What follows belongs to an exercise in optimizing a design on an open flow for small area, a short achievable clock period and few clock cycles; a production flow would make more cautious choices.
In this exercise RTL edits were held to simulation tests only and were not proved equivalent to the original.
Power is estimated from default activity; no workload was simulated.

## flow/config.mk

```make
export PLATFORM = sky130hd
export DESIGN_NAME = laser_line_row_center_core
export DESIGN_NICKNAME = laser_line_row_center_core
export VERILOG_FILES = /design/flow/design.v
export SDC_FILE = /design/flow/constraint.sdc
export NUM_CORES = 4
export LEC_CHECK = 0
export CAP_MARGIN = 20
export CORE_MARGIN = 2
export CORE_UTILIZATION = 35
export SLEW_MARGIN = 20
```

## flow/constraint.sdc

```tcl
create_clock -name core_clock -period 12.0 [get_ports {clk}]
set_input_delay 2.4000 -clock core_clock [delete_from_list [all_inputs] [get_ports {clk}]]
set_output_delay 2.4000 -clock core_clock [all_outputs]
set_load 0.01 [all_outputs]
```

## flow/design.v

```verilog
package llrc_pkg;
  localparam int PIX_W      = 8;
  localparam int COL_W      = 12;
  localparam int IDX_W      = 11;
  localparam int ROW_W      = 12;
  localparam int LEN_W      = 7;
  localparam int CFG_W      = 12;
  localparam int CFG_IDX_W  = 1;
  localparam int MAX_WIDTH        = 2048;
  localparam int MAX_MODEL_LENGTH = 64;
  localparam int RING_DEPTH = MAX_MODEL_LENGTH + 1;
  localparam int RING_AW    = $clog2(RING_DEPTH);
  localparam int SUM_W      = $clog2(MAX_WIDTH * 255 + 1);
  localparam int RAM_W      = PIX_W + SUM_W;
  localparam int WIN_W      = 14;
  localparam int PROD_W     = LEN_W + PIX_W;
  localparam int RESP_W     = 16;
  localparam logic [CFG_IDX_W-1:0] REG_ROW_WIDTH    = 1'd0;
  localparam logic [CFG_IDX_W-1:0] REG_MODEL_LENGTH = 1'd1;
  localparam logic [CFG_W-1:0] ROW_WIDTH_RST    = 12'd640;
  localparam logic [LEN_W-1:0] MODEL_LENGTH_RST = 7'd8;
  typedef struct packed {
    logic              clear;      
    logic              active;     
    logic              resp_en;    
    logic [IDX_W-1:0]  resp_col;
    logic              tail_en;    
    logic [IDX_W-1:0]  tail_col;
    logic              last;
    logic [ROW_W-1:0]  row;
    logic [LEN_W-1:0]  len;
    logic [SUM_W-1:0]  prefix;
  } s1_t;
endpackage
module llrc_ram #(
  parameter int WIDTH = 8,
  parameter int DEPTH = 16
) (
  input  logic                     clk,
  input  logic                     we,
  input  logic [$clog2(DEPTH)-1:0] waddr,
  input  logic [WIDTH-1:0]         wdata,
  input  logic                     re,
  input  logic [$clog2(DEPTH)-1:0] raddr,
  output logic [WIDTH-1:0]         rdata
);
  logic [WIDTH-1:0] mem [DEPTH];
  always_ff @(posedge clk) begin
    if (we) begin
      mem[waddr] <= wdata;
    end
    if (re) begin
      rdata <= mem[raddr];
    end
  end
endmodule
import llrc_pkg::*;
module llrc_front (
  input  logic               clk,
  input  logic               rst_n,
  input  logic               accept,
  input  logic [PIX_W-1:0]   pixel,
  input  logic               frame_start,
  input  logic [COL_W-1:0]   width,
  input  logic [LEN_W-1:0]   len,
  input  logic               active,
  input  logic               stall,
  output llrc_pkg::s1_t      s1_r,
  output logic               s1_valid_r,
  output logic [RING_AW-1:0] ram_waddr,
  output logic [RAM_W-1:0]   ram_wdata,
  output logic [RING_AW-1:0] ram_raddr
);
  logic [COL_W-1:0]   col_r, col_nxt;
  logic [ROW_W-1:0]   row_r, row_nxt;
  logic [RING_AW-1:0] ptr_r, ptr_nxt;
  logic [SUM_W-1:0]   sum_r;
  logic [COL_W-1:0]   col;
  logic [ROW_W-1:0]   row;
  logic [RING_AW-1:0] ptr;
  logic [COL_W-1:0]   len_c;
  logic [COL_W-1:0]   resp_diff;
  logic [COL_W-1:0]   tail_diff;
  logic [RING_AW:0]   ptr_e, len_e, rd_e;
  logic               first;
  logic               last;
  llrc_pkg::s1_t      s1_nxt;
  always_comb begin
    first    = frame_start || (col_r == '0);
    col      = frame_start ? '0 : col_r;
    row      = frame_start ? '0 : row_r;
    ptr      = first ? '0 : ptr_r;
    len_c    = COL_W'(len);
    last     = col >= (width - COL_W'(1));
    resp_diff = col - len_c;
    tail_diff = width - len_c;
    ptr_e = (RING_AW+1)'(ptr);
    len_e = (RING_AW+1)'(len);
    if (ptr_e >= len_e) begin
      rd_e = ptr_e - len_e;
    end else begin
      rd_e = ptr_e + (RING_AW+1)'(RING_DEPTH) - len_e;
    end
    ram_raddr = rd_e[RING_AW-1:0];
    s1_nxt.clear    = frame_start;
    s1_nxt.active   = active;
    s1_nxt.resp_en  = active && (col >= len_c);
    s1_nxt.resp_col = resp_diff[IDX_W-1:0];
    s1_nxt.tail_en  = active && last && (len != '0);
    s1_nxt.tail_col = tail_diff[IDX_W-1:0];
    s1_nxt.last     = last;
    s1_nxt.row      = row;
    s1_nxt.len      = len;
    s1_nxt.prefix   = first ? SUM_W'(pixel) : sum_r + SUM_W'(pixel);
    ram_waddr = ptr;
    ram_wdata = {pixel, s1_nxt.prefix};
    col_nxt = last ? '0 : col + COL_W'(1);
    row_nxt = last ? row + ROW_W'(1) : row;
    if (last || (ptr == RING_AW'(RING_DEPTH - 1))) begin
      ptr_nxt = '0;
    end else begin
      ptr_nxt = ptr + RING_AW'(1);
    end
  end
  always_ff @(posedge clk) begin
    if (!rst_n) begin
      col_r      <= '0;
      row_r      <= '0;
      ptr_r      <= '0;
      sum_r      <= '0;
      s1_valid_r <= 1'b0;
    end else begin
      if (accept) begin
        col_r <= col_nxt;
        row_r <= row_nxt;
        ptr_r <= ptr_nxt;
        sum_r <= s1_nxt.prefix;
      end
      if (!stall) begin
        s1_valid_r <= accept;
      end
    end
  end
  always_ff @(posedge clk) begin
    if (accept) begin
      s1_r <= s1_nxt;
    end
  end
endmodule
import llrc_pkg::*;
module llrc_extract (
  input  logic             clk,
  input  logic             rst_n,
  input  llrc_pkg::s1_t    s1,
  input  logic             s1_valid,
  input  logic [RAM_W-1:0] ram_rdata,
  output logic             stall,
  output logic             out_valid,
  input  logic             out_ready,
  output logic [ROW_W-1:0] out_row_index,
  output logic [IDX_W-1:0] out_center_col,
  output logic             out_found
);
  typedef struct packed {
    logic signed [RESP_W-1:0] max_v;
    logic signed [RESP_W-1:0] min_v;
    logic [IDX_W-1:0]         max_c;
    logic [IDX_W-1:0]         min_c;
    logic                     max_set;
    logic                     min_set;
  } ext_t;
  function automatic ext_t take(ext_t e, logic [IDX_W-1:0] col,
                                logic signed [RESP_W-1:0] v);
    ext_t r;
    r = e;
    if (col == '0) begin
      r.max_v = v;
      r.min_v = v;
    end else begin
      if (v > e.max_v) begin
        r.max_v   = v;
        r.max_c   = col;
        r.max_set = 1'b1;
      end
      if (v < e.min_v) begin
        r.min_v   = v;
        r.min_c   = col;
        r.min_set = 1'b1;
      end
    end
    take = r;
  endfunction
  ext_t ext_r, ext_nxt;
  ext_t e0, e1, e2;
  logic                     out_valid_r, out_valid_nxt;
  logic [ROW_W-1:0]         row_index_r;
  logic [IDX_W-1:0]         center_col_r;
  logic                     found_r;
  logic [PIX_W-1:0]         pix_j;
  logic [SUM_W-1:0]         prefix_j;
  logic [SUM_W-1:0]         win_full;
  logic [WIN_W-1:0]         win;
  logic [PROD_W-1:0]        prod;
  logic signed [RESP_W-1:0] resp;
  logic [IDX_W:0]           mid_sum;
  logic                     found;
  logic                     fire;
  always_comb begin
    {pix_j, prefix_j} = ram_rdata;
    win_full = s1.prefix - prefix_j;
    win      = win_full[WIN_W-1:0];
    prod     = PROD_W'(s1.len) * PROD_W'(pix_j);
    if (s1.len == '0) begin
      resp = '0;
    end else begin
      resp = $signed(RESP_W'(prod)) - $signed(RESP_W'(win));
    end
    e0 = s1.clear ? ext_t'('0) : ext_r;
    e1 = s1.resp_en ? take(e0, s1.resp_col, resp) : e0;
    e2 = s1.tail_en ? take(e1, s1.tail_col, '0) : e1;
    found   = s1.active && e2.max_set && e2.min_set;
    mid_sum = (IDX_W+1)'(e2.max_c) + (IDX_W+1)'(e2.min_c);
    stall = s1_valid && s1.last && out_valid_r && !out_ready;
    fire  = s1_valid && !stall;
    ext_nxt = ext_r;
    if (fire) begin
      ext_nxt = s1.last ? ext_t'('0) : e2;
    end
    out_valid_nxt = out_valid_r && !out_ready;
    if (fire && s1.last) begin
      out_valid_nxt = 1'b1;
    end
  end
  always_ff @(posedge clk) begin
    if (!rst_n) begin
      ext_r       <= '0;
      out_valid_r <= 1'b0;
    end else begin
      ext_r       <= ext_nxt;
      out_valid_r <= out_valid_nxt;
    end
  end
  always_ff @(posedge clk) begin
    if (fire && s1.last) begin
      row_index_r  <= s1.row;
      center_col_r <= found ? mid_sum[IDX_W:1] : '0;
      found_r      <= found;
    end
  end
  assign out_valid      = out_valid_r;
  assign out_row_index  = row_index_r;
  assign out_center_col = center_col_r;
  assign out_found      = found_r;
endmodule
import llrc_pkg::*;
module laser_line_row_center_core (
  input  logic                 clk,
  input  logic                 rst_n,
  input  logic                 in_valid,
  output logic                 in_ready,
  input  logic [PIX_W-1:0]     in_pixel,
  input  logic                 in_frame_start,
  output logic                 out_valid,
  input  logic                 out_ready,
  output logic [ROW_W-1:0]     out_row_index,
  output logic [IDX_W-1:0]     out_center_col,
  output logic                 out_found,
  input  logic                 cfg_we,
  input  logic [CFG_IDX_W-1:0] cfg_idx,
  input  logic [CFG_W-1:0]     cfg_data
);
  logic [CFG_W-1:0] row_width_r;
  logic [LEN_W-1:0] model_length_r;
  logic [COL_W-1:0] width;
  logic [LEN_W-1:0] len;
  logic             active;
  logic               accept;
  logic               stall;
  llrc_pkg::s1_t      s1;
  logic               s1_valid;
  logic [RING_AW-1:0] ram_waddr;
  logic [RING_AW-1:0] ram_raddr;
  logic [RAM_W-1:0]   ram_wdata;
  logic [RAM_W-1:0]   ram_rdata;
  always_ff @(posedge clk) begin
    if (!rst_n) begin
      row_width_r    <= ROW_WIDTH_RST;
      model_length_r <= MODEL_LENGTH_RST;
    end else if (cfg_we) begin
      unique case (cfg_idx)
        REG_ROW_WIDTH:    row_width_r    <= cfg_data;
        REG_MODEL_LENGTH: model_length_r <= cfg_data[LEN_W-1:0];
        default: ;
      endcase
    end
  end
  always_comb begin
    priority if (row_width_r < COL_W'(2)) begin
      width = COL_W'(2);
    end else if (row_width_r > COL_W'(MAX_WIDTH)) begin
      width = COL_W'(MAX_WIDTH);
    end else begin
      width = row_width_r;
    end
    if (model_length_r > LEN_W'(MAX_MODEL_LENGTH)) begin
      len = LEN_W'(MAX_MODEL_LENGTH);
    end else begin
      len = model_length_r;
    end
    active = COL_W'(len) < width;
  end
  assign in_ready = !stall;
  assign accept   = in_valid && in_ready;
  llrc_front u_front (
    .clk         (clk),
    .rst_n       (rst_n),
    .accept      (accept),
    .pixel       (in_pixel),
    .frame_start (in_frame_start),
    .width       (width),
    .len         (len),
    .active      (active),
    .stall       (stall),
    .s1_r        (s1),
    .s1_valid_r  (s1_valid),
    .ram_waddr   (ram_waddr),
    .ram_wdata   (ram_wdata),
    .ram_raddr   (ram_raddr)
  );
  llrc_ram #(
    .WIDTH (RAM_W),
    .DEPTH (RING_DEPTH)
  ) u_ring (
    .clk   (clk),
    .we    (accept),
    .waddr (ram_waddr),
    .wdata (ram_wdata),
    .re    (accept),
    .raddr (ram_raddr),
    .rdata (ram_rdata)
  );
  llrc_extract u_extract (
    .clk       (clk),
    .rst_n     (rst_n),
    .s1        (s1),
    .s1_valid  (s1_valid),
    .ram_rdata (ram_rdata),
    .stall          (stall),
    .out_valid      (out_valid),
    .out_ready      (out_ready),
    .out_row_index  (out_row_index),
    .out_center_col (out_center_col),
    .out_found      (out_found)
  );
endmodule
```

## flow/run.sh

```bash
#!/bin/bash
# synth_recipe.tcl (not shown) runs the flow's synth.tcl, then flattens the netlist and writes it again
# the make line also repeats each setting of config.mk as NAME=value (left out here)
make -C /OpenROAD-flow-scripts/flow DESIGN_CONFIG=/design/flow/config.mk WORK_HOME=/design/flow/orfs CLKGATE_MAP_FILE= SYNTH_SCRIPT=/design/flow/synth_recipe.tcl finish
```

==> Implementation_results.wiki <==
{| class="wikitable"
! Metric !! Value
|-
| Fin worst setup slack || 877 ps
|-
| Number of H-tree levels || 4
|-
| Worst setup path category || reg -> reg
|-
| Remaining global-route overflow || 0
|-
| Portion of the post-synthesis area used by sequential elements || 61.1%
|-
| FF-to-FF End || u_extract.center_col_r[9]
|-
| Count of buffers added by post-CTS timing repair for setup || 0
|-
| Num ports || 53
|-
| CTS Hold Bufs || 0
|-
| Initial standard-cell utilization of the core || 35.3%
|-
| Post-CTS clock slew at the launch and capture registers of the worst setup and hold paths || 50 ps
|-
| Highest ir drop seen on vdd || 0.318 mV
|-
| DP Wirelength || 146 mm
|-
| Post-CTS Resized || 0
|-
| CP max stage cell || or3b_2
|-
| Number of DRC violations after detailed routing || 0
|-
| Gate count of the mapped netlist || 6345
|-
| Type of the tightest min-delay check || reg -> reg
|-
| Leakage || 0.0287 uW
|-
| Cell chosen for the clock root || clkbuf_16
|-
| Global-route usage over all layers || 21.7%
|-
| Average via count per standard cell || 6.39
|-
| Clock network latency to the later pin of the worst-skew pair || 890 ps
|-
| Most used cells in the layout excluding fill and tap cells || 1536 x edfxtp_1, 477 x a221oi_1, 354 x nor2_1
|-
| Number of max-cap violations || 0
|-
| Global-route wire length before repair || 379 mm
|-
| CP Data Required Time || 12550 ps
|-
| Average wire length per cell after detail routing || 27.7 um
|-
| Via count of the first global-routing pass || 56863
|-
| Unrepaired setup endpoints after global routing || false
|-
| Layout cells sized above 1 || 10.4%
|-
| Total die area || 0.231 mm2
|-
| Setup slack after placement || 569 ps
|-
| Overall die width || 481 um
|-
| Register-to-register setup slack || 880 ps
|-
| DRC marker count from the first detailed-route iteration || 8314
|-
| Number of setup violations in the final report || 0
|-
| Cts bufs inserted || 177
|-
| Synth Register Bits || 1658
|-
| Post-Syn Area per Cell || 12.5 um2
|-
| Share of synthesized registers carrying an async set or reset || 0%
|-
| Worst Tran Pin Value || 1270 ps
|-
| CTS sink count || 1658
|-
| R2R Path Start || u_ring.rdata[0]
|-
| Number of buffers between clock root and the deepest sink || 3
|-
| Cell area after technology mapping || 0.0795 mm2
|-
| Data arrival time of the critical path || 11670 ps
|-
| Relative slew slack || 15.4%
|-
| Most common library cell in the layout ignoring fill and taps || edfxtp_1
|-
| Syn Nets || 6577
|-
| Number of antenna violations at the first check in global routing || 10
|-
| Largest incremental delay on the critical path || 540 ps
|-
| Yosys top cell area share || 58.0%
|-
| Antenna diode instance count || 0
|-
| Capturing element type of the critical path || register
|-
| Cells on worst reg2reg path || 48
|-
| Number of distinct library cells after synthesis || 87
|-
| CP max FO || 8
|-
| Maximum number of pins on one net before global-route repair || 190
|-
| RePlAce Congestion || 0.880
|-
| Count of flip-flops with a built-in enable after synthesis || 1536
|-
| Sort of element at the start of the critical path || register
|-
| Post-detailed-route count of antenna-violating nets || 0
|-
| Areal power density over the cells || 231 mW/mm2
|-
| Synth top area cells || edfxtp_1 58%, a221oi_1 5.3%, dfxtp_1 3.1%
|-
| End of the critical path || u_extract.center_col_r[9]
|-
| Cell type with the highest aggregate area in the netlist || edfxtp_1
|-
| Post-synth top flop || edfxtp_1
|-
| Beginning of the critical path || u_ring.rdata[0]
|-
| Run status || timing/DRC/antenna clean
|-
| Vert. Die Dim || 481 um
|-
| Final hold violation count || 0
|-
| # port buffers || 52
|-
| Final critical-path required period || 11120 ps
|-
| Number of nets in the layout || 6448
|-
| Number of detailed-route iterations in the first pass || 9
|-
| Via total after detailed routing || 59760
|-
| Cell repeated most along the worst path || o21ai_0
|-
| Fmax || 0.0899 GHz
|-
| Core Box Area || 0.225 mm2
|-
| Max Clock Skew || 96.8 ps
|-
| Layout overhead on the synthesized area || 12.8%
|-
| # rows || 174
|-
| Number of pins with negative max-slew slack in the final report || 0
|-
| Count of yosys warnings during synthesis || 4
|-
| CTS tree || done
|-
| Setup TNS || 0 ps
|-
| DRT Wirelength || 260 mm
|-
| Final Cycle Share || 92.7%
|}
-- stage by stage --
step | utilization, % | cells | total power [uW] | hold slack [ps] | cell area, um2
detailed placement | 37.1 | 9023 | 15000 | 405 | 83600
global route | 39.8 | 9358 | 22000 | 420 | 89700
floorplan | - | 6345 | 12600 | 400 | 79500
CTS | 39.8 | 9352 | 20700 | 418 | 89600
global placement | 37.1 | 9023 | 15000 | 404 | 83600
finish | 39.8 | 9358 | 20700 | 416 | 89700
-- synthesized netlist by cell type, types with 29 or more instances --
library cell / number
dfxtp_1: 122
buf_2: 107
a222oi_1: 87
a21oi_1: 286
edfxtp_1: 1536
a221oi_1: 477
nor4_1: 35
a22oi_1: 145
o22a_1: 42
a22o_1: 153
a31oi_1: 50
nor2_1: 420
o2bb2ai_1: 63
xor2_1: 39
o211ai_1: 58
o21ai_0: 339
nand3_1: 128
a221o_1: 218
nor3_1: 82
buf_1: 32
clkbuf_1: 399
ha_1: 151
fa_1: 54
inv_1: 165
and2_1: 46
nand2_1: 243
nor2b_1: 54
o22ai_1: 293
a21o_1: 29
or3_1: 96
-- cell families (layout without fill, tap and decap cells) --
logic type / after synthesis / in the layout / share of synthesized area [%]
buffers and inverters: 724 / 745 / 3.70
AOI/OAI and AO/OA: 2398 / 2398 / 22.6
muxes: 29 / 29 / 0.373
other: 1 / 1 / 0.00472
xor gates and xnor gates: 67 / 67 / 0.738
adders and majority gates: 205 / 205 / 3.74
DFF: 1658 / 1658 / 61.1
and+or+nand+nor: 1263 / 1263 / 7.76
-- worst min path at each step --
stage                           from                  endpoint  cells after the start
detailed placement  u_front.s1_r[30]  u_extract.row_index_r[4]                      0
global route        u_front.s1_r[31]  u_extract.row_index_r[5]                      0
CTS                 u_front.s1_r[31]  u_extract.row_index_r[5]                      0
global placement    u_front.s1_r[28]  u_extract.row_index_r[2]                      0
floorplan           u_front.s1_r[26]  u_extract.row_index_r[0]                      0
finish              u_front.s1_r[34]  u_extract.row_index_r[8]                      0
-- layout make-up --
class	count	area, um2
Multi-Input combinational cell	3963	28500
Sequential cell	1658	48600
Clock buffer	210	4660
Inverter	169	646
Clock inverter	119	1350
Timing Repair Buffer	247	2150
Tap cell	2992	3740
Fill cell	20756	136000
-- per-layer routing --
layer  GRT usage (%)  vias up  wire, um
met2            34.5     3336    120000
met5          0.0207        -        62
li1                -    25712         -
met3            4.03      511     24300
met1            28.8    30191    103000
met4            9.58       10     11400
-- critical path: cells and delay by family (launching register included) --
kind            cells  cell delay, ps
simple gates       12            2120
buf+inv             2             130
xor+xnor            1             130
fa+ha+maj          10            3910
compound gates     21            3700
mux                 2             500
flops               1             370
-- power breakdown --
| group | switching, uW | total, uW | internal [uW] |
|---|---|---|---|
| Sequential | 90.0 | 6560 | 6470 |
| Combinational | 5430 | 8520 | 3090 |
| Clock | 2440 | 5610 | 3180 |
| Total | 7960 | 20700 | 12700 |
-- state kept, by name, indices dropped and copies added, names as in the netlist --
register	count
u_front.row_r	12
u_extract.center_col_r	11
u_extract.out_valid_r	1
u_extract.found_r	1
u_ring.rdata	22
model_length_r	7
u_front.s1_r	60
u_front.s1_valid_r	1
u_front.sum_r	14
u_extract.row_index_r	12
u_front.ptr_r	7
u_ring.mem	1430
u_extract.ext_r	56
u_front.col_r	12
row_width_r	12
Testbench counts, summed over its fixed seeds: cycles 48,912.

[what the ideal ports hide]
How much do the figures lean on ideal ports? The routed layout below was timed once more, with nothing changed but the port constraints.
Step 1 (the two cells are an assumption about what drives the block):
set clk [get_ports {clk}]
set_driving_cell -lib_cell sky130_fd_sc_hd__clkbuf_16 $clk
set_driving_cell -lib_cell sky130_fd_sc_hd__buf_2 [delete_from_list [all_inputs] $clk]
Step 2 adds t to the input delays and takes it off the output delays; t is the mean of the earliest and latest rising clock arrival at the registers after step 1. Input paths then give back, and output paths get back, about the clock's delay inside the block.
a / b / c = no drivers / after step 1 / after step 2; a / b = the first two.
t, ns: 0.929
setup slack, ns: 0.877 / 0.877 / 0.877
worst setup path after step 2: register to register
slew at the worst register clock pin (ns): 0.07 / 0.07
After both steps setup and hold are still met in this run. The setup slack of this run moves by 0.000 ns with the drivers and by 0.000 ns with both steps.
